This is an optimization exercise on Yosys and OpenROAD, whose aim is small area, a short achievable clock period and few clock cycles, not a production implementation. The RTL was checked by simulation tests, not by an equivalence proof against the original design. Power is estimated from default activity; no workload was simulated.

## job 101
// conv2d_stream
module conv2d_stream
#(
  parameter int IMG_W  = 28,
  parameter int IMG_H  = 28,
  parameter int K      = 3,
  parameter int N_FILT = 4,
  parameter int PIX_W  = cnn_pkg::CNN_PIX_W,
  parameter int WT_W   = 8,
  parameter int OUT_W  = 16,
  parameter int SHIFT  = 4
) (
  input  logic                         clk,
  input  logic                         reset,
  input  logic                         in_valid,
  output logic                         in_ready,
  input  logic [PIX_W-1:0]             in_pix,
  input  logic                         wt_we,
  input  logic [((N_FILT*K*K > 1) ? $clog2(N_FILT*K*K) : 1)-1:0] wt_addr,
  input  logic [WT_W-1:0]              wt_data,
  output logic                         out_valid,
  input  logic                         out_ready,
  output logic [N_FILT*OUT_W-1:0]      out_data,
  output logic                         busy,
  output logic                         frame_done
);
For scale: roughly 6300 cells after synthesis, ~1400 flip-flops, ~95 I/O pins, roughly 92000 um^2 of cells after synthesis.
clock: 9.0 ns
lec_check: 0
cap_margin: 20
core_margin: 2
core_utilization: 45
setup_slack_margin: 5
slew_margin: 20
synth_hierarchical: 1
run.sh (not shown) runs the stock make flow with config.mk's settings and CLKGATE_MAP_FILE= SYNTH_SCRIPT=/design/flow/synth_recipe.tcl, a recipe that flattens the netlist after the stock synthesis.
Job 101 | stages: all done | timing, DRC, antenna: all pass
Testbench counts of job 101, summed over its fixed seeds: cycles 18,896.
What job 102 does differently from job 101 at the input level:
# job 101
export LEC_CHECK = 0
export CAP_MARGIN = 20
export CORE_MARGIN = 2
export CORE_UTILIZATION = 45
export SETUP_SLACK_MARGIN = 5
export SLEW_MARGIN = 20
export SYNTH_HIERARCHICAL = 1
create_clock -name core_clock -period 9.0 [get_ports {clk}]
# job 102
export LEC_CHECK = 0
export ABC_AREA = 1
export CAP_MARGIN = 20
export CORE_MARGIN = 2
export CORE_UTILIZATION = 55
export SETUP_SLACK_MARGIN = 5
export SLEW_MARGIN = 20
export SYNTH_HIERARCHICAL = 1
create_clock -name core_clock -period 9.0 [get_ports {clk}]
==> comparison <==
- Job 102: no failed stages, no open violations at the end
- Changes observed in job 102 relative to job 101: design internal power went down 1.3 mW, number of H-tree levels held, number of multi-input combinational cells went up 5268, clock-buffer cell count went up 2, post-synth net total went up 12900.
- Vias: job 102 more than job 101
- Worst setup slack: job 102 vs job 101 down 0.068 ns
- Re hold-fix buffer count after cts: no difference whatsoever between job 102 and job 101.
- Taking job 101 over job 102, the final standard cell count with taps included and fillers excluded ratio works out to 0.42.
- Looking at critical path depth, job 102 sits 6 higher than job 101 does.
- [job 102] wire length rose about 35% relative to job 101

---

conv2d_stream, a different RTL version from the one above (not shown whole).
Size in the first run: about 1,500 flip-flops, roughly 95 I/O pins.
clock: 9.0 ns
lec_check: 0
cap_margin: 20
core_margin: 2
core_utilization: 50
slew_margin: 20
synth_hierarchical: 1
Testbench counts at the start, summed over its fixed seeds: cycles 18,896.
Rerun with:
CORE_UTILIZATION = 55   (was 50)
SETUP_SLACK_MARGIN = 5.0   (was unset)
Result: The new run produced a clean layout; design area grows by 2.2%; worst hold slack degrades by 10 ps; sequential power is about the same; routed wire length came out higher by 2.9%.
Rerun with:
SETUP_SLACK_MARGIN = 4.6   (was 5.0)
Result:
- The new run completed with no timing, DRC or antenna violations
- routed wire length goes down by 0.93%
- total power goes down by about 2.5%
- count of clock-buffer cells in the layout goes down by 1
- area after synthesis stays the same
- worst setup slack gets worse by 380 ps
- final area goes down by 1.5%
- clock power goes down by about 6%
- register-to-register slack gets worse by 380 ps
- maximum frequency goes down by about 9%

---

conv2d_stream with an RTL version that a note above also has.
Size in the first run: about 6300 cells after synthesis, ~1400 flip-flops, roughly 92000 um2 of cells after synthesis.
==> flow/config.mk <==
export PLATFORM = sky130hd
export DESIGN_NAME = conv2d_stream
export DESIGN_NICKNAME = conv2d_stream
export VERILOG_FILES = /design/flow/design.v
export SDC_FILE = /design/flow/constraint.sdc
export NUM_CORES = 4
export LEC_CHECK = 0
export CAP_MARGIN = 20
export CORE_MARGIN = 2
export CORE_UTILIZATION = 65
export SETUP_SLACK_MARGIN = 5
export SLEW_MARGIN = 20
export SYNTH_HIERARCHICAL = 1
==> flow/constraint.sdc <==
create_clock -name core_clock -period 9.0 [get_ports {clk}]
set_input_delay 1.8000 -clock core_clock [delete_from_list [all_inputs] [get_ports {clk}]]
set_output_delay 1.8000 -clock core_clock [all_outputs]
set_load 0.01 [all_outputs]
The baseline completed without violations.
Testbench counts at the start, summed over its fixed seeds: cycles 18,896.
Then changed:
--- a/flow/config.mk
+++ b/flow/config.mk
@@ -9,3 +9,3 @@
 export CORE_MARGIN = 2
-export CORE_UTILIZATION = 65
+export CORE_UTILIZATION = 55
 export SETUP_SLACK_MARGIN = 5
Effect: Synthesized cell count stays the same; clock power is higher by 4.7%; total power hardly moves; first-iteration DRC count went down by 15%; worst hold slack gets worse by 0.0091 ns; fmax rises by 0.83%.

==> static timing again, ports no longer ideal <==
The flow's constraints put no driver on any port. The routed layouts listed below were extracted and timed again, unchanged, in two steps.
Step 1 (the two cells are an assumption about what drives the block):
set clk [get_ports {clk}]
set_driving_cell -lib_cell sky130_fd_sc_hd__clkbuf_16 $clk
set_driving_cell -lib_cell sky130_fd_sc_hd__buf_2 [delete_from_list [all_inputs] $clk]
Step 2 also shifts input and output timing later by t, the mid clock arrival at the registers, as if the neighbouring blocks saw the same clock.
Three values: no drivers, after step 1, after step 2; two values: the first two.
| run | t (ns) | slack for setup (ns) | clock arrival spread, ns | worst register clock-pin slew, ns |
|---|---|---|---|---|
| job 101 | 0.917 | 4.955 / 4.955 / 4.162 | 0.062 / 0.062 | 0.07 / 0.07 |
| job 102 | 0.933 | 4.888 / 4.888 / 4.098 | 0.042 / 0.042 | 0.08 / 0.08 |
| the first run of note 2 | 0.946 | 4.262 / 4.262 / 3.607 | 0.051 / 0.051 | 0.07 / 0.07 |
| the second run of note 2 | 0.930 | 4.962 / 4.962 / 4.467 | 0.069 / 0.069 | 0.07 / 0.07 |
| the third run of note 2 | 0.926 | 4.583 / 4.583 / 3.831 | 0.037 / 0.037 | 0.07 / 0.07 |
| the first run of note 3 | 0.873 | 4.941 / 4.941 / 4.194 | 0.043 / 0.044 | 0.07 / 0.07 |
| the second run of note 3 | 0.915 | 4.975 / 4.975 / 4.290 | 0.051 / 0.051 | 0.07 / 0.07 |
After both steps every run listed still meets setup and hold. The setup slack of job 101, which loses most, moves by 0.000 ns with the drivers and by -0.793 ns with both steps.
